This is an optimization exercise on Yosys and OpenROAD, whose aim is small area and a short achievable clock period, not a production implementation.
At most, simulation tests tie the RTL to the original design; equivalence was not proved.
Only the layout flow was run in run 1; the RTL was not checked for function there.
Power and IR drop assume default switching activity.

$ cat constraint.sdc
create_clock -name core_clock -period 5.5 [get_ports {clk}]
set_input_delay 1.1000 -clock core_clock [delete_from_list [all_inputs] [get_ports {clk}]]
set_output_delay 1.1000 -clock core_clock [all_outputs]
set_load 0.01 [all_outputs]
$ cat design.v
package cr16IsaPkg;
	typedef enum logic [3:0] {
		OP_REG   = 4'b0000,  
		OP_ANDI  = 4'b0001,
		OP_ORI   = 4'b0010,
		OP_XORI  = 4'b0011,
		OP_ADDI  = 4'b0101,
		OP_SHIFT = 4'b1000,  
		OP_SUBI  = 4'b1001,
		OP_CMPI  = 4'b1011,
		OP_MOVI  = 4'b1101,
		OP_LUI   = 4'b1111
	} opcodeT;
	typedef enum logic [3:0] {
		EXT_LSHI = 4'b0000,  
		EXT_AND  = 4'b0001,
		EXT_OR   = 4'b0010,
		EXT_XOR  = 4'b0011,
		EXT_LSH  = 4'b0100,
		EXT_ADD  = 4'b0101,
		EXT_SUB  = 4'b1001,
		EXT_CMP  = 4'b1011,
		EXT_MOV  = 4'b1101
	} extT;
	localparam int unsigned OP_MSB       = 15;
	localparam int unsigned OP_LSB       = 12;
	localparam int unsigned DST_MSB      = 11;  
	localparam int unsigned DST_LSB      = 8;
	localparam int unsigned EXT_MSB      = 7;
	localparam int unsigned EXT_LSB      = 4;
	localparam int unsigned SRC_MSB      = 3;   
	localparam int unsigned SRC_LSB      = 0;
	localparam int unsigned IMM_MSB      = 7;
	localparam int unsigned IMM_LSB      = 0;
	localparam int unsigned CNT_SIGN_BIT = 4;   
	localparam int unsigned IMM_WIDTH    = IMM_MSB - IMM_LSB + 1;
endpackage
package cr16DpPkg;
	typedef enum logic [2:0] {
		ALU_ADD = 3'b000,
		ALU_AND = 3'b001,
		ALU_OR  = 3'b010,
		ALU_XOR = 3'b011,
		ALU_SUB = 3'b100
	} aluOpT;
	typedef enum logic [1:0] {
		RES_ALU   = 2'b00,
		RES_SHIFT = 2'b01,
		RES_OPB   = 2'b10,  
		RES_LUI   = 2'b11
	} resultSrcT;
	typedef enum logic [1:0] {
		FLAG_NONE  = 2'b00,
		FLAG_ARITH = 2'b01,  
		FLAG_CMP   = 2'b10   
	} flagUpdT;
endpackage
`timescale 1ns/10ps
module predecode2 #(
	parameter bit HAS_EN = 1'b1
) (
	input  logic [1:0] addr,
	input  logic       en,
	output logic [3:0] hit
);
	always_comb begin
		for (int k = 0; k < 4; k++) begin
			hit[k] = (en | ~HAS_EN) & (addr == k);
		end
	end
endmodule
module and3g (
	input  logic a, b, c,
	output logic y
);
	assign y = a & b & c;
endmodule
module readSel #(
	parameter bit HAS_EN = 1'b1
) (
	input  logic [4-1:0] addr,
	input  logic                       en,         
	input  logic                       en2,
	input  logic [16-1:0]      current,    
	input  logic [4-1:0] wbReg,
	output logic [16-1:0]      sel,        
	output logic                       bypass      
);
	logic [3:0] lo, hi;
	predecode2 #(.HAS_EN(HAS_EN)) i_lo (.addr(addr[1:0]), .en(en2),  .hit(lo));
	predecode2 #(.HAS_EN(HAS_EN)) i_hi (.addr(addr[3:2]), .en(en),   .hit(hi));
	for (genvar i = 0; i < 16; i++) begin : g_sel
		and3g i_and (.a(current[i]), .b(hi[i/4]), .c(lo[i%4]), .y(sel[i]));
	end
	assign bypass = ((en & en2) | ~HAS_EN) & (addr == wbReg);
endmodule
module aoi222 (
	input  logic a1, a2, b1, b2, c1, c2,
	output logic y
);
	assign y = ~((a1 & a2) | (b1 & b2) | (c1 & c2));
endmodule
module nand3g (
	input  logic a, b, c,
	output logic y
);
	assign y = ~(a & b & c);
endmodule
module or2g (
	input  logic a, b,
	output logic y
);
	assign y = a | b;
endmodule
module readBit (
	input  logic [17:0] sel,
	input  logic [17:0] data,
	output logic        out
);
	logic [5:0] t;
	for (genvar k = 0; k < 6; k++) begin : g_aoi
		aoi222 i_aoi (
			.a1 (sel[3*k]),   .a2 (data[3*k]),
			.b1 (sel[3*k+1]), .b2 (data[3*k+1]),
			.c1 (sel[3*k+2]), .c2 (data[3*k+2]),
			.y  (t[k])
		);
	end
	logic [1:0] n;
	nand3g i_n0 (.a(t[0]), .b(t[1]), .c(t[2]), .y(n[0]));
	nand3g i_n1 (.a(t[3]), .b(t[4]), .c(t[5]), .y(n[1]));
	or2g   i_or (.a(n[0]), .b(n[1]), .y(out));
endmodule
module readMux (
	input  logic [16-1:0]                    sel,
	input  logic                                     bypass,
	input  logic [16*16-1:0]        words,
	input  logic [16-1:0]                   wbData,
	input  logic                                     extraEn,
	input  logic [16-1:0]                   extra,    
	output logic [16-1:0]                   data
);
	for (genvar b = 0; b < 16; b++) begin : g_bit
		logic [17:0] bitData;
		for (genvar i = 0; i < 16; i++) begin : g_word
			assign bitData[i] = words[i*16 + b];
		end
		assign bitData[16] = wbData[b];
		assign bitData[17] = extra[b];
		readBit i_bit (
			.sel  ({extraEn, bypass, sel}),
			.data (bitData),
			.out  (data[b])
		);
	end
endmodule
`timescale 1ns/10ps
module pfxAoi (input logic t, gl, g, output logic y); assign y = ~((t & gl) | g); endmodule
module pfxOai (input logic t, gl, g, output logic y); assign y = ~((t | gl) & g); endmodule
module pfxNand (input logic a, b, output logic y); assign y = ~(a & b); endmodule
module pfxNor (input logic a, b, output logic y); assign y = ~(a | b); endmodule
module pfxInv (input logic a, output logic y); assign y = ~a; endmodule
module pfxMux (input logic s, a0, a1, output logic y); assign y = s ? a1 : a0; endmodule
module alu
(
	input  logic [16-1:0] regSrc,       
	input  logic [16-1:0] regDst,       
	input  logic                   sub,          
	input  logic [16-1:0] if0,          
	input  logic [16-1:0] if1,          
	output logic [16-1:0] nextValue,
	output logic                   carryOut,     
	output logic                   carry15,      
	output logic                   equal         
);
	logic [16-1:0] a, b, p;
	assign a = regDst;
	assign b = regSrc ^ {16{sub}};
	assign p = a ^ b;
	assign equal = &p;
	logic g0c;
	logic gn0_1;
	logic tn0_1;
	logic gn0_2;
	logic tn0_2;
	logic gn0_3;
	logic tn0_3;
	logic gn0_4;
	logic tn0_4;
	logic gn0_5;
	logic tn0_5;
	logic gn0_6;
	logic tn0_6;
	logic gn0_7;
	logic tn0_7;
	logic gn0_8;
	logic tn0_8;
	logic gn0_9;
	logic tn0_9;
	logic gn0_10;
	logic tn0_10;
	logic gn0_11;
	logic tn0_11;
	logic gn0_12;
	logic tn0_12;
	logic gn0_13;
	logic tn0_13;
	logic gn0_14;
	logic tn0_14;
	logic gn0_15;
	logic tn0_15;
	logic g0c_i;
	logic g1_1;
	logic g1_3;
	logic t1_3;
	logic g1_5;
	logic t1_5;
	logic g1_7;
	logic t1_7;
	logic g1_9;
	logic t1_9;
	logic g1_11;
	logic t1_11;
	logic g1_13;
	logic t1_13;
	logic g1_15;
	logic t1_15;
	logic g1_1_i;
	logic g2_2;
	logic gn2_3;
	logic g1_5_i;
	logic g2_6;
	logic t2_6;
	logic t1_5_i;
	logic gn2_7;
	logic tn2_7;
	logic g1_9_i;
	logic g2_10;
	logic t2_10;
	logic t1_9_i;
	logic gn2_11;
	logic tn2_11;
	logic g1_13_i;
	logic g2_14;
	logic t2_14;
	logic t1_13_i;
	logic gn2_15;
	logic tn2_15;
	logic g3_4;
	logic gn2_3_i;
	logic gn3_5;
	logic gn3_6;
	logic g3_7;
	logic g3_12;
	logic t3_12;
	logic gn2_11_i;
	logic gn3_13;
	logic tn3_13;
	logic tn2_11_i;
	logic gn3_14;
	logic tn3_14;
	logic g3_15;
	logic t3_15;
	logic g3_7_i;
	logic g4_8;
	logic gn4_9;
	logic gn4_10;
	logic g4_11;
	logic gn4_12;
	logic g4_13;
	logic g4_14;
	logic gn4_15;
	logic gn4_15_i;
	assign g0c = (a[0] & b[0]) | ((a[0] | b[0]) & sub);
	pfxNand u1 (.a(a[1]), .b(b[1]), .y(gn0_1));
	pfxNor u2 (.a(a[1]), .b(b[1]), .y(tn0_1));
	pfxNand u3 (.a(a[2]), .b(b[2]), .y(gn0_2));
	pfxNor u4 (.a(a[2]), .b(b[2]), .y(tn0_2));
	pfxNand u5 (.a(a[3]), .b(b[3]), .y(gn0_3));
	pfxNor u6 (.a(a[3]), .b(b[3]), .y(tn0_3));
	pfxNand u7 (.a(a[4]), .b(b[4]), .y(gn0_4));
	pfxNor u8 (.a(a[4]), .b(b[4]), .y(tn0_4));
	pfxNand u9 (.a(a[5]), .b(b[5]), .y(gn0_5));
	pfxNor u10 (.a(a[5]), .b(b[5]), .y(tn0_5));
	pfxNand u11 (.a(a[6]), .b(b[6]), .y(gn0_6));
	pfxNor u12 (.a(a[6]), .b(b[6]), .y(tn0_6));
	pfxNand u13 (.a(a[7]), .b(b[7]), .y(gn0_7));
	pfxNor u14 (.a(a[7]), .b(b[7]), .y(tn0_7));
	pfxNand u15 (.a(a[8]), .b(b[8]), .y(gn0_8));
	pfxNor u16 (.a(a[8]), .b(b[8]), .y(tn0_8));
	pfxNand u17 (.a(a[9]), .b(b[9]), .y(gn0_9));
	pfxNor u18 (.a(a[9]), .b(b[9]), .y(tn0_9));
	pfxNand u19 (.a(a[10]), .b(b[10]), .y(gn0_10));
	pfxNor u20 (.a(a[10]), .b(b[10]), .y(tn0_10));
	pfxNand u21 (.a(a[11]), .b(b[11]), .y(gn0_11));
	pfxNor u22 (.a(a[11]), .b(b[11]), .y(tn0_11));
	pfxNand u23 (.a(a[12]), .b(b[12]), .y(gn0_12));
	pfxNor u24 (.a(a[12]), .b(b[12]), .y(tn0_12));
	pfxNand u25 (.a(a[13]), .b(b[13]), .y(gn0_13));
	pfxNor u26 (.a(a[13]), .b(b[13]), .y(tn0_13));
	pfxNand u27 (.a(a[14]), .b(b[14]), .y(gn0_14));
	pfxNor u28 (.a(a[14]), .b(b[14]), .y(tn0_14));
	pfxNand u29 (.a(a[15]), .b(b[15]), .y(gn0_15));
	pfxNor u30 (.a(a[15]), .b(b[15]), .y(tn0_15));
	pfxInv u31 (.a(g0c), .y(g0c_i));
	pfxOai u32 (.t(tn0_1), .gl(g0c_i), .g(gn0_1), .y(g1_1));
	pfxOai u33 (.t(tn0_3), .gl(gn0_2), .g(gn0_3), .y(g1_3));
	pfxNor u34 (.a(tn0_3), .b(tn0_2), .y(t1_3));
	pfxOai u35 (.t(tn0_5), .gl(gn0_4), .g(gn0_5), .y(g1_5));
	pfxNor u36 (.a(tn0_5), .b(tn0_4), .y(t1_5));
	pfxOai u37 (.t(tn0_7), .gl(gn0_6), .g(gn0_7), .y(g1_7));
	pfxNor u38 (.a(tn0_7), .b(tn0_6), .y(t1_7));
	pfxOai u39 (.t(tn0_9), .gl(gn0_8), .g(gn0_9), .y(g1_9));
	pfxNor u40 (.a(tn0_9), .b(tn0_8), .y(t1_9));
	pfxOai u41 (.t(tn0_11), .gl(gn0_10), .g(gn0_11), .y(g1_11));
	pfxNor u42 (.a(tn0_11), .b(tn0_10), .y(t1_11));
	pfxOai u43 (.t(tn0_13), .gl(gn0_12), .g(gn0_13), .y(g1_13));
	pfxNor u44 (.a(tn0_13), .b(tn0_12), .y(t1_13));
	pfxOai u45 (.t(tn0_15), .gl(gn0_14), .g(gn0_15), .y(g1_15));
	pfxNor u46 (.a(tn0_15), .b(tn0_14), .y(t1_15));
	pfxInv u47 (.a(g1_1), .y(g1_1_i));
	pfxOai u48 (.t(tn0_2), .gl(g1_1_i), .g(gn0_2), .y(g2_2));
	pfxAoi u49 (.t(t1_3), .gl(g1_1), .g(g1_3), .y(gn2_3));
	pfxInv u50 (.a(g1_5), .y(g1_5_i));
	pfxOai u51 (.t(tn0_6), .gl(g1_5_i), .g(gn0_6), .y(g2_6));
	pfxInv u52 (.a(t1_5), .y(t1_5_i));
	pfxNor u53 (.a(tn0_6), .b(t1_5_i), .y(t2_6));
	pfxAoi u54 (.t(t1_7), .gl(g1_5), .g(g1_7), .y(gn2_7));
	pfxNand u55 (.a(t1_7), .b(t1_5), .y(tn2_7));
	pfxInv u56 (.a(g1_9), .y(g1_9_i));
	pfxOai u57 (.t(tn0_10), .gl(g1_9_i), .g(gn0_10), .y(g2_10));
	pfxInv u58 (.a(t1_9), .y(t1_9_i));
	pfxNor u59 (.a(tn0_10), .b(t1_9_i), .y(t2_10));
	pfxAoi u60 (.t(t1_11), .gl(g1_9), .g(g1_11), .y(gn2_11));
	pfxNand u61 (.a(t1_11), .b(t1_9), .y(tn2_11));
	pfxInv u62 (.a(g1_13), .y(g1_13_i));
	pfxOai u63 (.t(tn0_14), .gl(g1_13_i), .g(gn0_14), .y(g2_14));
	pfxInv u64 (.a(t1_13), .y(t1_13_i));
	pfxNor u65 (.a(tn0_14), .b(t1_13_i), .y(t2_14));
	pfxAoi u66 (.t(t1_15), .gl(g1_13), .g(g1_15), .y(gn2_15));
	pfxNand u67 (.a(t1_15), .b(t1_13), .y(tn2_15));
	pfxOai u68 (.t(tn0_4), .gl(gn2_3), .g(gn0_4), .y(g3_4));
	pfxInv u69 (.a(gn2_3), .y(gn2_3_i));
	pfxAoi u70 (.t(t1_5), .gl(gn2_3_i), .g(g1_5), .y(gn3_5));
	pfxAoi u71 (.t(t2_6), .gl(gn2_3_i), .g(g2_6), .y(gn3_6));
	pfxOai u72 (.t(tn2_7), .gl(gn2_3), .g(gn2_7), .y(g3_7));
	pfxOai u73 (.t(tn0_12), .gl(gn2_11), .g(gn0_12), .y(g3_12));
	pfxNor u74 (.a(tn0_12), .b(tn2_11), .y(t3_12));
	pfxInv u75 (.a(gn2_11), .y(gn2_11_i));
	pfxAoi u76 (.t(t1_13), .gl(gn2_11_i), .g(g1_13), .y(gn3_13));
	pfxInv u77 (.a(tn2_11), .y(tn2_11_i));
	pfxNand u78 (.a(t1_13), .b(tn2_11_i), .y(tn3_13));
	pfxAoi u79 (.t(t2_14), .gl(gn2_11_i), .g(g2_14), .y(gn3_14));
	pfxNand u80 (.a(t2_14), .b(tn2_11_i), .y(tn3_14));
	pfxOai u81 (.t(tn2_15), .gl(gn2_11), .g(gn2_15), .y(g3_15));
	pfxNor u82 (.a(tn2_15), .b(tn2_11), .y(t3_15));
	pfxInv u83 (.a(g3_7), .y(g3_7_i));
	pfxOai u84 (.t(tn0_8), .gl(g3_7_i), .g(gn0_8), .y(g4_8));
	pfxAoi u85 (.t(t1_9), .gl(g3_7), .g(g1_9), .y(gn4_9));
	pfxAoi u86 (.t(t2_10), .gl(g3_7), .g(g2_10), .y(gn4_10));
	pfxOai u87 (.t(tn2_11), .gl(g3_7_i), .g(gn2_11), .y(g4_11));
	pfxAoi u88 (.t(t3_12), .gl(g3_7), .g(g3_12), .y(gn4_12));
	pfxOai u89 (.t(tn3_13), .gl(g3_7_i), .g(gn3_13), .y(g4_13));
	pfxOai u90 (.t(tn3_14), .gl(g3_7_i), .g(gn3_14), .y(g4_14));
	pfxAoi u91 (.t(t3_15), .gl(g3_7), .g(g3_15), .y(gn4_15));
	pfxMux u92 (.s(sub), .a0(if0[0]), .a1(if1[0]), .y(nextValue[0]));
	pfxMux u93 (.s(g0c), .a0(if0[1]), .a1(if1[1]), .y(nextValue[1]));
	pfxMux u94 (.s(g1_1), .a0(if0[2]), .a1(if1[2]), .y(nextValue[2]));
	pfxMux u95 (.s(g2_2), .a0(if0[3]), .a1(if1[3]), .y(nextValue[3]));
	pfxMux u96 (.s(gn2_3), .a0(if1[4]), .a1(if0[4]), .y(nextValue[4]));
	pfxMux u97 (.s(g3_4), .a0(if0[5]), .a1(if1[5]), .y(nextValue[5]));
	pfxMux u98 (.s(gn3_5), .a0(if1[6]), .a1(if0[6]), .y(nextValue[6]));
	pfxMux u99 (.s(gn3_6), .a0(if1[7]), .a1(if0[7]), .y(nextValue[7]));
	pfxMux u100 (.s(g3_7), .a0(if0[8]), .a1(if1[8]), .y(nextValue[8]));
	pfxMux u101 (.s(g4_8), .a0(if0[9]), .a1(if1[9]), .y(nextValue[9]));
	pfxMux u102 (.s(gn4_9), .a0(if1[10]), .a1(if0[10]), .y(nextValue[10]));
	pfxMux u103 (.s(gn4_10), .a0(if1[11]), .a1(if0[11]), .y(nextValue[11]));
	pfxMux u104 (.s(g4_11), .a0(if0[12]), .a1(if1[12]), .y(nextValue[12]));
	pfxMux u105 (.s(gn4_12), .a0(if1[13]), .a1(if0[13]), .y(nextValue[13]));
	pfxMux u106 (.s(g4_13), .a0(if0[14]), .a1(if1[14]), .y(nextValue[14]));
	pfxMux u107 (.s(g4_14), .a0(if0[15]), .a1(if1[15]), .y(nextValue[15]));
	pfxInv u108 (.a(gn4_15), .y(gn4_15_i));
	assign carryOut = gn4_15_i;
	assign carry15  = g4_14;
endmodule
`timescale 1ns/10ps
module shifter (
	input  logic [16-1:0] value,        
	input  logic [4:0]             shiftCount,   
	output logic [16-1:0] rotated,      
	output logic [16-1:0] keep          
);
	localparam int W = 16;
	logic [W-1:0] r1, r2, r4;
	assign r1 = shiftCount[0] ? {value[W-2:0], value[W-1]} : value;
	assign r2 = shiftCount[1] ? {r1[W-3:0], r1[W-1:W-2]}   : r1;
	assign r4 = shiftCount[2] ? {r2[W-5:0], r2[W-1:W-4]}   : r2;
	assign rotated = shiftCount[3] ? {r4[W-9:0], r4[W-1:W-8]} : r4;
	always_comb begin
		for (int j = 0; j < W; j++) begin
			keep[j] = (j >= shiftCount[3:0]) ^ shiftCount[4];
		end
	end
endmodule
module lutSel (
	input  logic       a, b,
	input  logic [3:0] tab,
	output logic       y
);
	assign y = a ? (b ? tab[3] : tab[2]) : (b ? tab[1] : tab[0]);
endmodule
module holdTerm (
	input  logic hold, held, rot, keep,
	output logic yn
);
	assign yn = ~((hold & held) | (rot & keep));
endmodule
module nand2g (
	input  logic a, b,
	output logic y
);
	assign y = ~(a & b);
endmodule
`timescale 1ns/10ps
module execControl
(
	input  logic                       instrValid,
	input  logic [15:0]                instr,
	output logic                       srcIsReg,     
	output logic [16-1:0]     immB,         
	output logic                       sub,
	output logic [3:1]                 lut,
	output logic                       notLshi,      
	output logic                       wrEn,
	output logic                       wrAlu,        
	output logic                       wrShift,      
	output logic                       updArith,
	output logic                       updCmp
);
	logic [3:0] op, ext;
	logic [7:0] imm;
	logic       isReg, isAnd, isOr, isXor, isAdd, isSub, isCmp, isMov, isLui, isShift;
	logic       knownAlu;
	assign op  = instr[15:12];
	assign ext = instr[7:4];
	assign imm = instr[7:0];
	assign isReg    = (op == 4'h0);
	assign isAnd    = isReg ? (ext == 4'h1) : (op == 4'h1);
	assign isOr     = isReg ? (ext == 4'h2) : (op == 4'h2);
	assign isXor    = isReg ? (ext == 4'h3) : (op == 4'h3);
	assign isAdd    = isReg ? (ext == 4'h5) : (op == 4'h5);
	assign isSub    = isReg ? (ext == 4'h9) : (op == 4'h9);
	assign isCmp    = isReg ? (ext == 4'hB) : (op == 4'hB);
	assign isMov    = isReg ? (ext == 4'hD) : (op == 4'hD);
	assign isLui    = (op == 4'hF);
	logic countImm;
	assign countImm = (ext[3:1] == 3'b000);
	assign isShift  = (op == 4'h8) && ((ext == 4'h4) || countImm);
	regFormDecode i_regForm (.op(op[2:0]), .srcIsReg(srcIsReg));
	lshiDecode    i_lshi    (.op3(op[3]), .ext(ext[3:1]), .notLshi(notLshi));
	always_comb begin
		if (op == 4'hF)
			immB = {imm, 8'h00};
		else if (op[3] ^ op[2])  
			immB = {{8{imm[7]}}, imm};
		else
			immB = {8'h00, imm};
	end
	assign sub   = isSub | isCmp;
	assign lut[1] = ~isAnd;
	assign lut[2] = ~(isAnd | isMov | isLui);
	assign lut[3] = isAnd | isOr | isMov | isLui;
	assign knownAlu = isAnd | isOr | isXor | isAdd | isSub | isMov | isLui;
	assign wrAlu    = instrValid & knownAlu;
	assign wrShift  = instrValid & isShift;
	assign wrEn     = wrAlu | wrShift;
	assign updArith = instrValid & (isAdd | isSub);
	assign updCmp   = instrValid & isCmp;
endmodule
module regFormDecode
(
	input  logic [2:0] op,
	output logic       srcIsReg
);
	assign srcIsReg = ~|op;
endmodule
module lshiDecode
(
	input  logic       op3,
	input  logic [3:1] ext,
	output logic       notLshi
);
	assign notLshi = ~op3 | (|ext);
endmodule
`timescale 1ns/10ps
module execCore
(
	input  logic                       clk,
	input  logic                       rstN,
	input  logic                       instrValid,
	input  logic [15:0]                instr,
	output logic                       wbValid,
	output logic [4-1:0] wbReg,
	output logic [16-1:0]     wbData,
	output logic                       carry,
	output logic                       low,
	output logic                       overflow,
	output logic                       zero,
	output logic                       negative
);
	localparam int W = 16;
	localparam int N = 16;
	logic [4-1:0] srcAddr, dstAddr;
	logic [W-1:0]   regs [N];
	logic [N*W-1:0] words;
	logic [N-1:0]   current, wbHit, dstHit;
	logic [4-1:0] wbRegN;  
	logic         srcIsReg, notLshi, sub, wrEn, wrAlu, wrShift, updArith, updCmp;
	logic [W-1:0] immB;
	logic [3:1]   lut;
	assign dstAddr = instr[11:8];
	assign srcAddr = instr[3:0];
	execControl i_control (
		.instrValid (instrValid),
		.instr      (instr),
		.srcIsReg   (srcIsReg),
		.immB       (immB),
		.sub        (sub),
		.lut        (lut),
		.notLshi    (notLshi),
		.wrEn       (wrEn),
		.wrAlu      (wrAlu),
		.wrShift    (wrShift),
		.updArith   (updArith),
		.updCmp     (updCmp)
	);
	logic [N-1:0] srcSel, dstSel;
	logic         srcBypass, dstBypass;
	logic [W-1:0] opB, dstData;
	always_comb begin
		for (int i = 0; i < N; i++) begin
			words[i*W +: W] = regs[i];
			wbHit[i]        = (wbReg == i);
			dstHit[i]       = (dstAddr == i);
		end
	end
	readSel i_srcSel (
		.addr    (srcAddr),
		.en      (srcIsReg),
		.en2     (notLshi),
		.current (current),
		.wbReg   (~wbRegN),
		.sel     (srcSel),
		.bypass  (srcBypass)
	);
	readSel #(.HAS_EN(1'b0)) i_dstSel (
		.addr    (dstAddr),
		.en      (1'b1),
		.en2     (1'b1),
		.current (current),
		.wbReg   (~wbRegN),
		.sel     (dstSel),
		.bypass  (dstBypass)
	);
	readMux i_srcMux (
		.sel     (srcSel),
		.bypass  (srcBypass),
		.words   (words),
		.wbData  (wbData),
		.extraEn (~(srcIsReg & notLshi)),
		.extra   (immB),
		.data   (opB)
	);
	readMux i_dstMux (
		.sel     (dstSel),
		.bypass  (dstBypass),
		.words   (words),
		.wbData  (wbData),
		.extraEn (1'b0),
		.extra   ({W{1'b0}}),
		.data   (dstData)
	);
	logic [W-1:0] rotated, keep, shKeep, if0, if1, wbNext;
	logic         carryOut, carry15, equal;
	logic [4:0] shiftCount;
	assign shiftCount = opB[4:0];
	shifter i_shifter (
		.value      (dstData),
		.shiftCount (shiftCount),
		.rotated    (rotated),
		.keep       (keep)
	);
	logic [3:0] tab0n, tab1n;  
	logic [3:0] lutVal;        
	always_comb begin
		for (int k = 0; k < 4; k++) begin
			if (k[0] ^ sub)
				lutVal[k] = k[1] ? lut[3] : lut[1];
			else
				lutVal[k] = k[1] & lut[2];
			tab0n[k] = ~(wrAlu & lutVal[k]);
			tab1n[k] = updArith ? lutVal[k] : tab0n[k];
		end
	end
	assign shKeep = {W{wrShift}} & keep;
	for (genvar i = 0; i < W; i++) begin : g_next
		logic f0n, f1n, kn;
		lutSel   i_f0 (.a(dstData[i]), .b(opB[i]), .tab(tab0n), .y(f0n));
		lutSel   i_f1 (.a(dstData[i]), .b(opB[i]), .tab(tab1n), .y(f1n));
		holdTerm i_k  (.hold(~wrEn), .held(wbData[i]), .rot(rotated[i]), .keep(shKeep[i]), .yn(kn));
		nand2g   i_n0 (.a(f0n), .b(kn), .y(if0[i]));
		nand2g   i_n1 (.a(f1n), .b(kn), .y(if1[i]));
	end
	alu i_alu (
		.regSrc    (opB),
		.regDst    (dstData),
		.sub       (sub),
		.if0       (if0),
		.if1       (if1),
		.nextValue (wbNext),
		.carryOut  (carryOut),
		.carry15   (carry15),
		.equal     (equal)
	);
	always_ff @(posedge clk or negedge rstN) begin
		if (!rstN) begin
			wbValid  <= 1'b0;
			wbReg    <= '0;
			wbRegN   <= '1;
			wbData   <= '0;
			current  <= '0;
			carry    <= 1'b0;
			low      <= 1'b0;
			overflow <= 1'b0;
			zero     <= 1'b0;
			negative <= 1'b0;
		end else begin
			wbValid <= wrEn;
			if (wrEn) begin
				wbReg  <= dstAddr;
				wbRegN <= ~dstAddr;
			end
			wbData  <= wbNext;
			current <= ~(dstHit & {N{wrEn}}) & (current | (wbHit & {N{wrEn}}));
			if (updArith) begin
				carry    <= carryOut ^ sub;
				overflow <= carryOut ^ carry15;
			end
			if (updCmp) begin
				low      <= ~carryOut;
				zero     <= equal;
				negative <= dstData[W-1] ^ opB[W-1] ^ ~carryOut;
			end
		end
	end
	always_ff @(posedge clk) begin
		for (int i = 0; i < N; i++) begin
			if (wbHit[i])
				regs[i] <= wbData;
		end
	end
endmodule
$ cat standard.sh
#!/bin/bash
# synth_recipe.tcl (not shown) runs the flow's synth.tcl, then flattens the netlist and writes it again
# the make line also repeats each setting of config.mk as NAME=value (left out here)
make -C /OpenROAD-flow-scripts/flow DESIGN_CONFIG=/design/flow/config.mk WORK_HOME=/design/flow/orfs CLKGATE_MAP_FILE= SYNTH_SCRIPT=/design/flow/synth_recipe.tcl "${@:-finish}"
$ cat flow/run.sh
#!/bin/bash
# The standard layout, with plain buffers on the ports (instead of the delay
# cells buffer_ports picks by default) and a clock tree of smaller buffers
# without dummy loads.
set -euo pipefail
bash standard.sh finish \
  "BUFFER_PORTS_ARGS=-buffer_cell sky130_fd_sc_hd__buf_2" \
  "CTS_ARGS=-sink_clustering_enable -repair_clock_nets -dont_use_dummy_load -buf_list sky130_fd_sc_hd__clkbuf_8 -sink_clustering_size 16 -sink_clustering_max_diameter 60" \
  > make_finish.log 2>&1
$ cat config.mk
export PLATFORM = sky130hd
export DESIGN_NAME = execCore
export DESIGN_NICKNAME = execCore
export VERILOG_FILES = /design/flow/design.v
export SDC_FILE = /design/flow/constraint.sdc
export NUM_CORES = 4
export LEC_CHECK = 0
export CAP_MARGIN = 20
export CORE_MARGIN = 2
export CORE_UTILIZATION = 40
export SETUP_SLACK_MARGIN = 1.5
export SLEW_MARGIN = 20
export SYNTH_HIERARCHICAL = 1
==> results of run 1 <==
[layer usage]
layer	vias to the layer above	track usage	share of wire
li1	5454	-	-
met1	6541	0.355	0.37
met2	1003	0.431	0.46
met3	161	0.0603	0.12
met4	0	0.121	0.051
met5	-	0	0
[final cells by class]
| class | count | area (µm²) |
|---|---|---|
| fill | 3435 | 20800 |
| sequential | 302 | 8840 |
| multi-input combinational | 864 | 7950 |
| timing repair buffer | 151 | 1180 |
| tap | 525 | 657 |
| clock buffer | 28 | 385 |
| inverter | 32 | 120 |
[sequential cells by signal, summed over array words and instances, names as in the netlist, 4 cells and up]
signal and flops:
wbRegN 4, wbReg 4, regs 256, current 16, wbData 16
[worst max-delay path by stage]
stage / end / slack (ns) / start
after CTS: wbData[6]$_DFF_PN0_ / 1.19 / instr[7]
after floorplan: wbData[14]$_DFF_PN0_ / 1.10 / instr[6]
after detailed placement: wbData[15]$_DFF_PN0_ / 0.40 / instr[6]
final: wbData[11]$_DFF_PN0_ / 1.00 / instr[7]
after global routing: wbData[11]$_DFF_PN0_ / 1.01 / instr[7]
after global placement: wbData[15]$_DFF_PN0_ / 0.41 / instr[6]
[layout by cell type, fill, tap and decap left out, types with 8 or more instances in the layout]
cell type,instances
edfxtp_1,256
a222oi_1,193
buf_4,94
nand3_1,62
nand2_1,60
mux4_2,48
dfrtp_1,42
buf_2,40
nor2_1,35
conb_1,32
xnor2_1,30
clkbuf_8,28
a21oi_1,27
inv_1,25
and2_1,23
or2_4,21
mux2_4,19
and3_4,18
xor2_1,18
mux2i_4,17
a22oi_2,16
nor2_2,16
or2_1,15
and3_1,14
mux2i_2,14
mux2i_1,13
a21oi_2,13
a31oi_1,12
o21ai_1,12
nand3_2,10
xor2_2,9
o21ai_2,9
and3_2,8
[through the flow]
step	instance area [µm²]	power, mW	hold slack (ns)	setup WS (ns)
finish	19100	7.07	0.508	1.00
global route	19100	7.35	0.540	1.01
CTS	18700	6.91	0.517	1.19
detailed placement	17500	5.60	0.498	0.399
global placement	17500	5.56	0.489	0.414
floorplan	16500	4.69	0.497	1.10
[what timing repair did]
item,in CTS,in global routing
endpoints found under the setup margin,21,21
hold buffers,0,0
setup buffers,44,19
gates cloned,7,1
pin swaps,53,47
resized for setup,85,63
hold endpoints to repair,0,0
[report_power, final]
group	total [mW]	switching (mW)	internal [mW]
clock	1.17	0.718	0.451
combinational	2.47	1.53	0.947
sequential	3.43	0.331	3.10
total	7.07	2.58	4.49
==> results.json, run 1 <==
{
  "min_to": "zero$_DFFE_PN0P_",
  "cp.arrival_ns": 4.97,
  "crit_fanout": 8,
  "clock-skew-final_ns": 0.0491,
  "cts.reportedPaths.clkPinSlew_ns": 0.07,
  "drive_gt1_frac": 0.330,
  "dpl.hpwl_um": 35500,
  "io_pins": 45,
  "power_density_nw_per_um2": 370,
  "hold_viol": 0,
  "grt_pass1_vias": 12549,
  "synthCells": 1190,
  "maxCapViolCount": 0,
  "fp.dieArea_um2": 42200,
  "dr.pass1.iters": 12,
  "finalCriticalPeriod_ns": 4.50,
  "r2r_end": "wbData[11]$_DFF_PN0_",
  "clk_latency_ns": 0.63,
  "ys_warn_count": 12,
  "cp_num_buf_inv": 2,
  "die_y_um": 205,
  "routedWlPerCell_um": 30.6,
  "tightest_slew_ns": 1.02,
  "cts_made_buffers": 28,
  "port_buffers": 44,
  "cts_tree": "yes",
  "initial_core_util": 0.406,
  "cp_num_cells": 14,
  "rsz0062_at_grt": "true",
  "clockBufferDepth": 3,
  "worstPathCellList": "buf_8 > or4b_4 > and3b_2 > and3_4 > a222oi_1 > nand3_2 > buf_4 > or2_4 > mux2i_4 > mux2i_2 > mux4_2 > a22oi_2 > nand2_1 > mux2_4",
  "status": "timing/DRC/antenna clean",
  "p_leak_nw": 6.88,
  "cts-root-buf": "clkbuf_8",
  "grt_max_degree": 47,
  "worst_path_max_delay_cell": "or4b_4",
  "path_class": "primary input to flip-flop",
  "grt_util_all_layers": 0.271,
  "post_synth.cell_area_avg_um2": 13.6,
  "min_from": "zero$_DFFE_PN0P_",
  "viasPerCell": 6.92,
  "route.detailed.drc": 0,
  "reg2reg_depth": 10,
  "std_cell_rows": 73,
  "die_x_um": 205,
  "syn_area_um2": 16200,
  "cts.sinks": 302,
  "num_antenna_cells": 0,
  "maxSlewHeadroom": 0.322,
  "cpLargestDelayFamily": "simple AND/OR/NAND/NOR gates",
  "vdd_ir_drop_max_mv": 0.174,
  "design.core.area_um2": 39900,
  "r2r_start": "current[0]$_DFF_PN0_",
  "fmax_ghz": 0.222,
  "finalMaxSlewViolations": 0,
  "setup_viol": 0,
  "dr_total_vias": 13159,
  "hold_path_depth": 1,
  "period_share": 0.817,
  "antenna_left": 0,
  "final_nets": 1401,
  "routed_wl_um": 58100,
  "final.setup.tns_ns": 0,
  "antenna_found_initial": 1,
  "place_congestion": 0.901,
  "cp-start-kind": "primary input",
  "grt_overflow_total": 0,
  "final_cell_count_no_fill": 1902,
  "crit_path_end_kind": "flip-flop",
  "dp.cells": 1802,
  "cts.htree.levels": 1,
  "fin_util": 0.479,
  "required_ns": 5.98,
  "rrSetupSlack_ns": 1.39,
  "slowest_delay_ns": 0.61,
  "drtIter0Drc": 2408,
  "grt_pass1_wl_um": 83100,
  "hold_class": "flip-flop to flip-flop",
  "syn2layout_area_growth_pct": 18.0
}
==> run 2, diff against run 1 <==
--- a/design.v
+++ b/design.v
@@ -82,3 +82,2 @@
 	input  logic                       en,         
-	input  logic                       en2,
 	input  logic [16-1:0]      current,    
@@ -89,3 +88,3 @@
 	logic [3:0] lo, hi;
-	predecode2 #(.HAS_EN(HAS_EN)) i_lo (.addr(addr[1:0]), .en(en2),  .hit(lo));
+	predecode2 #(.HAS_EN(1'b0))   i_lo (.addr(addr[1:0]), .en(1'b1), .hit(lo));
 	predecode2 #(.HAS_EN(HAS_EN)) i_hi (.addr(addr[3:2]), .en(en),   .hit(hi));
@@ -94,3 +93,3 @@
 	end
-	assign bypass = ((en & en2) | ~HAS_EN) & (addr == wbReg);
+	assign bypass = (en | ~HAS_EN) & (addr == wbReg);
 endmodule
@@ -432,3 +431,3 @@
 	output logic [3:1]                 lut,
-	output logic                       notLshi,      
+	output logic                       countImm,     
 	output logic                       wrEn,
@@ -455,3 +454,2 @@
 	assign isLui    = (op == 4'hF);
-	logic countImm;
 	assign countImm = (ext[3:1] == 3'b000);
@@ -459,3 +457,2 @@
 	regFormDecode i_regForm (.op(op[2:0]), .srcIsReg(srcIsReg));
-	lshiDecode    i_lshi    (.op3(op[3]), .ext(ext[3:1]), .notLshi(notLshi));
 	always_comb begin
@@ -486,10 +483,2 @@
 endmodule
-module lshiDecode
-(
-	input  logic       op3,
-	input  logic [3:1] ext,
-	output logic       notLshi
-);
-	assign notLshi = ~op3 | (|ext);
-endmodule
 `timescale 1ns/10ps
@@ -517,3 +506,3 @@
 	logic [4-1:0] wbRegN;  
-	logic         srcIsReg, notLshi, sub, wrEn, wrAlu, wrShift, updArith, updCmp;
+	logic         srcIsReg, sub, countImm, wrEn, wrAlu, wrShift, updArith, updCmp;
 	logic [W-1:0] immB;
@@ -529,3 +518,3 @@
 		.lut        (lut),
-		.notLshi    (notLshi),
+		.countImm   (countImm),
 		.wrEn       (wrEn),
@@ -549,3 +538,2 @@
 		.en      (srcIsReg),
-		.en2     (notLshi),
 		.current (current),
@@ -558,3 +546,2 @@
 		.en      (1'b1),
-		.en2     (1'b1),
 		.current (current),
@@ -569,3 +556,3 @@
 		.wbData  (wbData),
-		.extraEn (~(srcIsReg & notLshi)),
+		.extraEn (~srcIsReg),
 		.extra   (immB),
@@ -585,3 +572,3 @@
 	logic [4:0] shiftCount;
-	assign shiftCount = opB[4:0];
+	assign shiftCount = countImm ? instr[4:0] : opB[4:0];
 	shifter i_shifter (
==> run 2 against run 1 <==
Compared with the run above:
- clock-buffer cell count did not move
- critical endpoint is now wbData[4]$_DFF_PN0_
- largest cell class unchanged
- sequential power rose by 6%
- fmax rose by 9.1%
- synthesized area rose by 0.19%
- combinational power fell by 14%
- routed wire length fell by 2.4%
- final area rose by 0.51%
- sequential share of layout area fell by 0.23 points
==> results.json, run 2 <==
{
  "cts_made_buffers": 28,
  "drtIter0Drc": 2493,
  "clockBufferDepth": 3,
  "syn2layout_area_growth_pct": 18.4,
  "period_share": 0.749,
  "cts_tree": "yes",
  "std_cell_rows": 73,
  "maxCapViolCount": 0,
  "cp.arrival_ns": 4.58,
  "dr_total_vias": 13233,
  "required_ns": 5.96,
  "grt_pass1_vias": 12584,
  "reg_top3": "regs x256, current x16, wbData x16",
  "final_common_cell": "edfxtp_1",
  "rsz0062_at_grt": "true",
  "r2r_start": "wbRegN[1]$_DFFE_PN1P_",
  "critPathLaunch": "instr[13]",
  "grt_util_all_layers": 0.262,
  "grt_pass1_wl_um": 81400,
  "clock-skew-final_ns": 0.103,
  "grt_max_degree": 47,
  "hold_viol": 0,
  "antenna_found_initial": 0,
  "path_class": "primary input to flip-flop",
  "p_leak_nw": 6.95,
  "place_ws_ns": 0.395,
  "p_sw_mw": 2.46,
  "synthCells": 1193,
  "rrSetupSlack_ns": 1.71,
  "cts.reportedPaths.clkPinSlew_ns": 0.06,
  "hold_path_depth": 1,
  "finalCriticalPeriod_ns": 4.12,
  "route.detailed.drc": 0,
  "tightest_slew_ns": 1.15,
  "hold_class": "flip-flop to flip-flop",
  "cts.htree.levels": 1,
  "final.setup.tns_ns": 0,
  "p_int_mw": 4.46,
  "slowest_delay_ns": 0.52,
  "min_to": "zero$_DFFE_PN0P_",
  "grt_overflow_total": 0,
  "design.core.area_um2": 39900,
  "ys_warn_count": 12,
  "die_y_um": 206,
  "power_density_nw_per_um2": 360,
  "vdd_ir_drop_max_mv": 0.146,
  "syn_area_um2": 16200,
  "largest_reg_flops": 256,
  "clockPowerShare": 0.170,
  "fin_ws_ns": 1.38,
  "maxSlewHeadroom": 0.233,
  "dpl.hpwl_um": 35000,
  "fp.dieArea_um2": 42200,
  "die_x_um": 206,
  "drive_gt1_frac": 0.332,
  "routedWlPerCell_um": 29.4,
  "pwr-share-comb": 0.307,
  "fmax_ghz": 0.243,
  "cts-root-buf": "clkbuf_8",
  "cp-start-kind": "primary input",
  "port_buffers": 44,
  "min_from": "zero$_DFFE_PN0P_",
  "switching_share": 0.356,
  "io_pins": 45,
  "worstPathCellList": "buf_12 > nor3_4 > buf_6 > and3b_2 > and3_4 > a222oi_1 > nand3_1 > or2_4 > mux2_4 > mux2i_2 > mux2i_2 > mux4_2 > a22oi_2 > nand2_1 > mux2_4",
  "dr.pass1.iters": 12,
  "cts.sinks": 302,
  "final_cell_count_no_fill": 1927,
  "clk_latency_ns": 0.66,
  "post_synth.cell_area_avg_um2": 13.6,
  "setup_viol": 0,
  "initial_core_util": 0.407,
  "reg2reg_depth": 15,
  "dp.cells": 1805,
  "layout_common_cells": "256 x edfxtp_1, 193 x a222oi_1, 120 x buf_4, 71 x nand3_1, 62 x nand2_1",
  "final_nets": 1426,
  "num_antenna_cells": 0,
  "r2r_end": "wbData[4]$_DFF_PN0_",
  "finalMaxSlewViolations": 0,
  "worst_path_max_delay_cell": "mux4_2",
  "crit_fanout": 8,
  "place_congestion": 0.904,
  "fin_util": 0.482,
  "seq_power_share": 0.523,
  "status": "timing/DRC/antenna clean",
  "largest_register": "regs",
  "routed_wl_um": 56700,
  "viasPerCell": 6.87,
  "fin_total_pwr_mw": 6.92,
  "crit_path_end_kind": "flip-flop",
  "antenna_left": 0
}
run 2: worst max-delay path, delay by kind of cell:
kind	cells	cell delay, ns
simple gates	6	1.19
buf+inv	2	0.20
compound gates	2	0.47
mux	5	1.59
run 2: per-stage QoR:
stage                     hold WS, ns  area [µm²]
final                           0.500       19200
after global routing            0.529       19200
after CTS                       0.505       18600
after detailed placement        0.490       17500
after global placement          0.489       17500
after floorplan                 0.481       16400
run 2: layer usage:
metal,wire length (µm),global-route usage
met3,7190,0.0504
met2,24800,0.399
met1,21700,0.364
met5,0,0
met4,3020,0.117
run 2: worst max-delay path by stage:
stage | to | slack [ns]
2_1_floorplan | wbData[13]$_DFF_PN0_ | 1.37
3_3_place_gp | wbData[15]$_DFF_PN0_ | 0.41
3_5_place_dp | wbData[15]$_DFF_PN0_ | 0.39
4_1_cts | wbData[13]$_DFF_PN0_ | 1.47
5_1_grt | wbData[13]$_DFF_PN0_ | 1.35
6_report | wbData[4]$_DFF_PN0_ | 1.38
run 2: final cells by class:
type	instances	area (µm²)
Inverter	31	124
Multi-Input combinational cell	869	7890
Timing Repair Buffer	172	1330
Clock buffer	28	385
Sequential cell	302	8840
Tap cell	525	657
Fill cell	3483	20700
run 2: what timing repair did:
item                                    in CTS  in global routing
hold buffers                                 0                  0
resized for setup                           78                 77
pin swaps                                   22                 29
gates cloned                                 4                  3
endpoints found under the setup margin      21                 21
buffers inserted                            58                 29
run 2: power groups by stage:
stage	sequential, mW	clock, mW	combinational (mW)
after floorplan	3.46	0	1.20
after global placement	3.63	0	1.77
after detailed placement	3.65	0	1.78
after CTS	3.61	1.21	1.89
after global routing	3.68	1.28	2.25
final	3.62	1.18	2.12
==> run 3, diff against run 2 <==
--- a/config.mk
+++ b/config.mk
@@ -10,3 +10,3 @@
 export CORE_UTILIZATION = 40
-export SETUP_SLACK_MARGIN = 1.5
+export SETUP_SLACK_MARGIN = 2.0
 export SLEW_MARGIN = 20
==> run 3 against run 2 <==
Compared with the run above:
- worst setup slack improved by 0.016 ns
- synthesized cell count is the same
- register-to-register slack worse by 0.08 ns
- sequential cell count unchanged
- final cell count unchanged
- critical path type unchanged
- fmax up 0.39%
- critical endpoint unchanged
- synthesized area unchanged
==> results.json, run 3 <==
{
  "synthCells": 1193,
  "fmax_ghz": 0.244,
  "crit_fanout": 9,
  "finalCriticalPeriod_ns": 4.10,
  "fin_ws_ns": 1.40,
  "vdd_ir_drop_max_mv": 0.188,
  "place_congestion": 0.991,
  "cts.reportedPaths.clkPinSlew_ns": 0.05,
  "cts-root-buf": "clkbuf_8",
  "r2r_start": "wbRegN[2]$_DFFE_PN1P_",
  "antenna_left": 0,
  "cts_tree": "yes",
  "hold_viol": 0,
  "dpl_cell_area_um2": 17600,
  "critPathLaunch": "instr[2]",
  "num_antenna_cells": 0,
  "std_cell_rows": 73,
  "reg_top3": "regs x256, current x16, wbData x16",
  "fin_util": 0.488,
  "grt_overflow_total": 0,
  "min_from": "zero$_DFFE_PN0P_",
  "syn_area_um2": 16200,
  "path_class": "primary input to flip-flop",
  "period_share": 0.746,
  "cp-start-kind": "primary input",
  "viasPerCell": 7.01,
  "finalMaxSlewViolations": 0,
  "final_nets": 1426,
  "syn2layout_area_growth_pct": 19.8,
  "status": "timing/DRC/antenna clean",
  "clockPowerShare": 0.169,
  "final.setup.tns_ns": 0,
  "grt_util_all_layers": 0.284,
  "p_int_mw": 4.55,
  "die_x_um": 206,
  "timing.hold.ws_ns": 0.507,
  "setup_viol": 0,
  "seq_power_share": 0.482,
  "largest_register": "regs",
  "drtIter0Drc": 2631,
  "p_leak_nw": 6.96,
  "dpl.hpwl_um": 39700,
  "post_synth.cell_area_avg_um2": 13.6,
  "dr.pass1.iters": 10,
  "clock-skew-final_ns": 0.0813,
  "route.detailed.drc": 0,
  "routed_wl_um": 60400,
  "holdBufCountCts": 0,
  "tightest_slew_ns": 1.17,
  "initial_core_util": 0.407,
  "final_common_cell": "edfxtp_1",
  "grt_pass1_vias": 13023,
  "dr_total_vias": 13503,
  "hold_class": "flip-flop to flip-flop",
  "grt_pass1_wl_um": 87100,
  "clk_latency_ns": 0.65,
  "cp.arrival_ns": 4.58,
  "ys_warn_count": 12,
  "antenna_found_initial": 2,
  "power_density_nw_per_um2": 370,
  "p_sw_mw": 2.65,
  "routedWlPerCell_um": 31.4,
  "cts.sinks": 302,
  "pwr-share-comb": 0.349,
  "io_pins": 45,
  "fp.dieArea_um2": 42200,
  "drive_gt1_frac": 0.354,
  "grt_max_degree": 47,
  "nFillCells": 3436,
  "rsz0062_at_grt": "true",
  "required_ns": 5.97,
  "cts_made_buffers": 29,
  "maxCapViolCount": 0,
  "stdcell_area_um2": 19500,
  "crit_path_end_kind": "flip-flop",
  "final_cell_count_no_fill": 1927,
  "fin_total_pwr_mw": 7.20,
  "cts.htree.levels": 1,
  "maxSlewHeadroom": 0.217,
  "layout_common_cells": "256 x edfxtp_1, 193 x a222oi_1, 119 x buf_4, 69 x nand3_1, 63 x nand2_1",
  "clockBufferDepth": 3,
  "largest_reg_flops": 256,
  "die_y_um": 206,
  "design.core.area_um2": 39900,
  "port_buffers": 44,
  "place_ws_ns": 0.527,
  "switching_share": 0.368,
  "dp.cells": 1823
}
run 3: final cells by class:
cell class | instances | area (µm²) | area share
repair buffers | 170 | 1290 | 0.0663
flip-flops and latches | 302 | 8840 | 0.454
multi-input cells | 870 | 8150 | 0.419
clock buffers | 29 | 399 | 0.0205
well taps | 525 | 657 | 0.0337
inverters | 31 | 129 | 0.00662
run 3: power by group through the flow:
| stage | Combinational [mW] | Clock, mW | Sequential (mW) |
|---|---|---|---|
| after global routing | 2.64 | 1.32 | 3.50 |
| after global placement | 2.07 | 0 | 3.49 |
| after CTS | 2.32 | 1.23 | 3.45 |
| after detailed placement | 2.10 | 0 | 3.50 |
| after floorplan | 1.20 | 0 | 3.46 |
| final | 2.51 | 1.22 | 3.47 |
run 3: metal layers:
metal | GRT usage | part of all wire | up-vias
li1 | - | - | 5493
met1 | 0.380 | 0.37 | 6783
met2 | 0.446 | 0.45 | 1061
met3 | 0.0532 | 0.12 | 166
met4 | 0.138 | 0.056 | 0
met5 | 0 | 0 | -
run 3: worst paths after layout:
kind	end	slack (ns)	depth (start not counted)
max	wbData[4]$_DFF_PN0_	1.40	13
min	zero$_DFFE_PN0P_	0.51	1
max reg2reg	wbData[4]$_DFF_PN0_	1.63	14
min reg2reg	zero$_DFFE_PN0P_	0.51	1
max in group asynchronous	negative$_DFFE_PN0P_	4.40	2
min in group asynchronous	current[9]$_DFF_PN0_	0.59	2
run 3: what timing repair did:
| item | 4_1_cts | 5_1_grt |
|---|---|---|
| resized for setup | 131 | 74 |
| buffers inserted | 45 | 23 |
| endpoints found under the setup margin | 21 | 21 |
| pin swaps | 38 | 56 |
| cloned | 6 | 1 |
run 3: critical path: stages:
cell and delay [ns]:
buf_4 0.21, and3b_2 0.28, and3_4 0.25, a222oi_1 0.33, nand3_1 0.25, or2_4 0.34
mux2_4 0.38, mux2i_4 0.28, mux2i_4 0.13, mux4_2 0.50, a22oi_2 0.16, nand2_1 0.08
mux2_4 0.27
==> run 4, diff against run 3 <==
==> flow/run.sh (replaced) <==
#!/bin/bash
# The standard layout, with plain buffers on the ports (instead of the delay
# cells buffer_ports picks by default) and a clock tree without dummy loads.
set -euo pipefail
bash standard.sh finish \
  "BUFFER_PORTS_ARGS=-buffer_cell sky130_fd_sc_hd__buf_2" \
  "CTS_ARGS=-sink_clustering_enable -repair_clock_nets -dont_use_dummy_load" \
  > make_finish.log 2>&1
--- a/config.mk
+++ b/config.mk
@@ -10,3 +10,3 @@
 export CORE_UTILIZATION = 40
-export SETUP_SLACK_MARGIN = 2.0
+export SETUP_SLACK_MARGIN = 1.5
 export SLEW_MARGIN = 20
==> run 4 against run 3 <==
Compared with the run above:
- hold slack worse by 0.010 ns
- routed wire length down 5.5%
- largest power group unchanged
- final cell count up 0.62%
- first-iteration DRC count up 10%
- global-route usage down 2.0 points
- worst setup slack worse by 0.063 ns
- highest routed layer unchanged
- critical path type unchanged
- register-to-register slack better by 0.06 ns
- sequential cell count unchanged
==> results.json, run 4 <==
{
  "vdd_ir_drop_max_mv": 0.189,
  "ys_warn_count": 12,
  "holdBufCountCts": 0,
  "die_x_um": 206,
  "post_synth.cell_area_avg_um2": 13.6,
  "final.setup.tns_ns": 0,
  "cts.reportedPaths.clkPinSlew_ns": 0.05,
  "place_congestion": 0.904,
  "drtIter0Drc": 2906,
  "dr_total_vias": 13302,
  "critPathLaunch": "instr[0]",
  "cts_made_buffers": 34,
  "synthCells": 1193,
  "cts-root-buf": "clkbuf_16",
  "grt_overflow_total": 0,
  "die_y_um": 206,
  "dpl.hpwl_um": 35000,
  "grt_max_degree": 47,
  "syn_area_um2": 16200,
  "routed_wl_um": 57100,
  "design.core.area_um2": 39900,
  "port_buffers": 44,
  "cts.sinks": 302,
  "dr.pass1.iters": 9,
  "antenna_found_initial": 0,
  "syn2layout_area_growth_pct": 22.9,
  "reg_top3": "regs x256, current x16, wbData x16",
  "dp.cells": 1805,
  "crit_path_end_kind": "flip-flop",
  "initial_core_util": 0.407,
  "r2r_start": "wbRegN[2]$_DFFE_PN1P_",
  "route.detailed.drc": 0,
  "drive_gt1_frac": 0.349,
  "grt_pass1_vias": 12682,
  "std_cell_rows": 73,
  "hold_class": "flip-flop to flip-flop",
  "routedWlPerCell_um": 29.4,
  "status": "timing/DRC/antenna clean",
  "setup_viol": 0,
  "p_leak_nw": 7.25,
  "fmax_ghz": 0.240,
  "power_density_nw_per_um2": 387,
  "area.sequential_um2": 8840,
  "grt_pass1_wl_um": 81800,
  "nFillCells": 3394,
  "cts.htree.levels": 2,
  "maxCapViolCount": 0,
  "grt_util_all_layers": 0.264,
  "hold_viol": 0,
  "tightest_slew_ns": 1.15,
  "cp-start-kind": "primary input",
  "layout_common_cells": "256 x edfxtp_1, 193 x a222oi_1, 124 x buf_4, 71 x nand3_1, 61 x nand2_1",
  "final_cell_count_no_fill": 1939,
  "cts_tree": "yes",
  "reg2reg_depth": 14,
  "antenna_left": 0,
  "clk_latency_ns": 0.54,
  "num_antenna_cells": 0,
  "io_pins": 45,
  "worstSetupEndpoint": "wbData[5]$_DFF_PN0_",
  "finalMaxSlewViolations": 0,
  "required_ns": 5.88,
  "rrSetupSlack_ns": 1.69,
  "path_class": "primary input to flip-flop",
  "rsz0062_at_grt": "true",
  "clockBufferDepth": 3,
  "crit_fanout": 12,
  "finalCriticalPeriod_ns": 4.17,
  "cp.arrival_ns": 4.54,
  "maxSlewHeadroom": 0.233,
  "viasPerCell": 6.86,
  "final_nets": 1438,
  "r2r_end": "wbData[5]$_DFF_PN0_",
  "fp.dieArea_um2": 42200,
  "largest_reg_flops": 256,
  "multiInputGateArea_um2": 8060,
  "largest_register": "regs",
  "period_share": 0.757,
  "final_common_cell": "edfxtp_1",
  "clock-skew-final_ns": 0.0502
}
-- run 4: what timing repair did --
| action | in CTS | in global routing |
|---|---|---|
| buffers inserted | 62 | 32 |
| gates cloned | 5 | 1 |
| gates resized for setup | 106 | 88 |
| pin swaps | 25 | 52 |
| setup endpoints to repair | 21 | 21 |
-- run 4: layer usage --
layer | share of wire | up-vias | GRT usage
met3 | 0.13 | 180 | 0.0543
met4 | 0.049 | 0 | 0.129
met1 | 0.38 | 6548 | 0.362
li1 | - | 5534 | -
met5 | 0 | - | 0
met2 | 0.44 | 1040 | 0.400
-- run 4: critical path: stages --
cell	delay, ns
buf_6	0.15
and2b_2	0.32
and3_4	0.26
a222oi_1	0.32
nand3_1	0.19
or2_4	0.35
mux2_4	0.39
mux2i_4	0.24
mux2i_2	0.15
mux4_2	0.53
a22oi_2	0.17
nand2_1	0.09
mux2_4	0.27
-- run 4: stage by stage --
step	util	setup WS [ns]	hold WS (ns)	power, mW	area [µm²]
2_1_floorplan	-	1.37	0.481	4.65	16400
3_3_place_gp	0.437	0.411	0.489	5.40	17500
3_5_place_dp	0.437	0.395	0.490	5.43	17500
6_report	0.500	1.33	0.497	7.73	20000
5_1_grt	0.500	1.25	0.523	8.02	20000
4_1_cts	0.484	1.42	0.503	7.51	19300
-- run 4: area by class of cell --
cell class | instances | area share
Inverter | 31 | 0.00633
Timing Repair Buffer | 179 | 0.0714
Clock buffer | 34 | 0.0426
Multi-Input combinational cell | 868 | 0.404
Sequential cell | 302 | 0.443
Tap cell | 525 | 0.0329
-- run 4: how the worst min path moves through the flow --
stage	slack [ns]	start	end	cells past startpoint
2_1_floorplan	0.48	wbRegN[1]$_DFFE_PN1P_	wbRegN[1]$_DFFE_PN1P_	2
5_1_grt	0.52	wbRegN[1]$_DFFE_PN1P_	wbRegN[1]$_DFFE_PN1P_	2
4_1_cts	0.50	zero$_DFFE_PN0P_	zero$_DFFE_PN0P_	1
3_5_place_dp	0.49	zero$_DFFE_PN0P_	zero$_DFFE_PN0P_	1
3_3_place_gp	0.49	zero$_DFFE_PN0P_	zero$_DFFE_PN0P_	1
6_report	0.50	zero$_DFFE_PN0P_	zero$_DFFE_PN0P_	1
-- run 4: where the power goes --
part,switching (mW),internal (mW),leakage [nW]
clock,0.830,1.08,0.419
sequential,0.518,3.10,2.91
combinational,1.25,0.952,3.91

## afterwards: timing with drivers on the ports
How much do the figures lean on ideal ports? The routed layouts below were timed once more, with nothing changed but the port constraints.
Step 1 (the two cells are an assumption about what drives the block):
set clk [get_ports {clk}]
set_driving_cell -lib_cell sky130_fd_sc_hd__clkbuf_16 $clk
set_driving_cell -lib_cell sky130_fd_sc_hd__buf_2 [delete_from_list [all_inputs] $clk]
Step 2 adds t to the input delays and takes it off the output delays; t is the mean of the earliest and latest rising clock arrival at the registers after step 1. Input paths then give back, and output paths get back, about the clock's delay inside the block.
Three values: ideal, step 1, step 2; two values: the first two.
| run | t (ns) | slack for setup (ns) | worst setup path after step 2 | latest minus earliest clock arrival (ns) | worst slew at a driven data input, ns |
|---|---|---|---|---|---|
| run 1 | 0.653 | 1.005 / 1.011 / 0.358 | input to register | 0.049 / 0.050 | 0.06 |
| run 2 | 0.658 | 1.382 / 1.365 / 0.706 | input to register | 0.103 / 0.103 | 0.06 |
| run 3 | 0.656 | 1.398 / 1.384 / 0.728 | input to register | 0.081 / 0.081 | 0.07 |
| run 4 | 0.563 | 1.334 / 1.345 / 0.782 | input to register | 0.054 / 0.054 | 0.06 |
After both steps setup and hold are still met in every run listed. The setup slack of run 2, which loses most, moves by -0.017 ns with the drivers and by -0.676 ns with both steps.
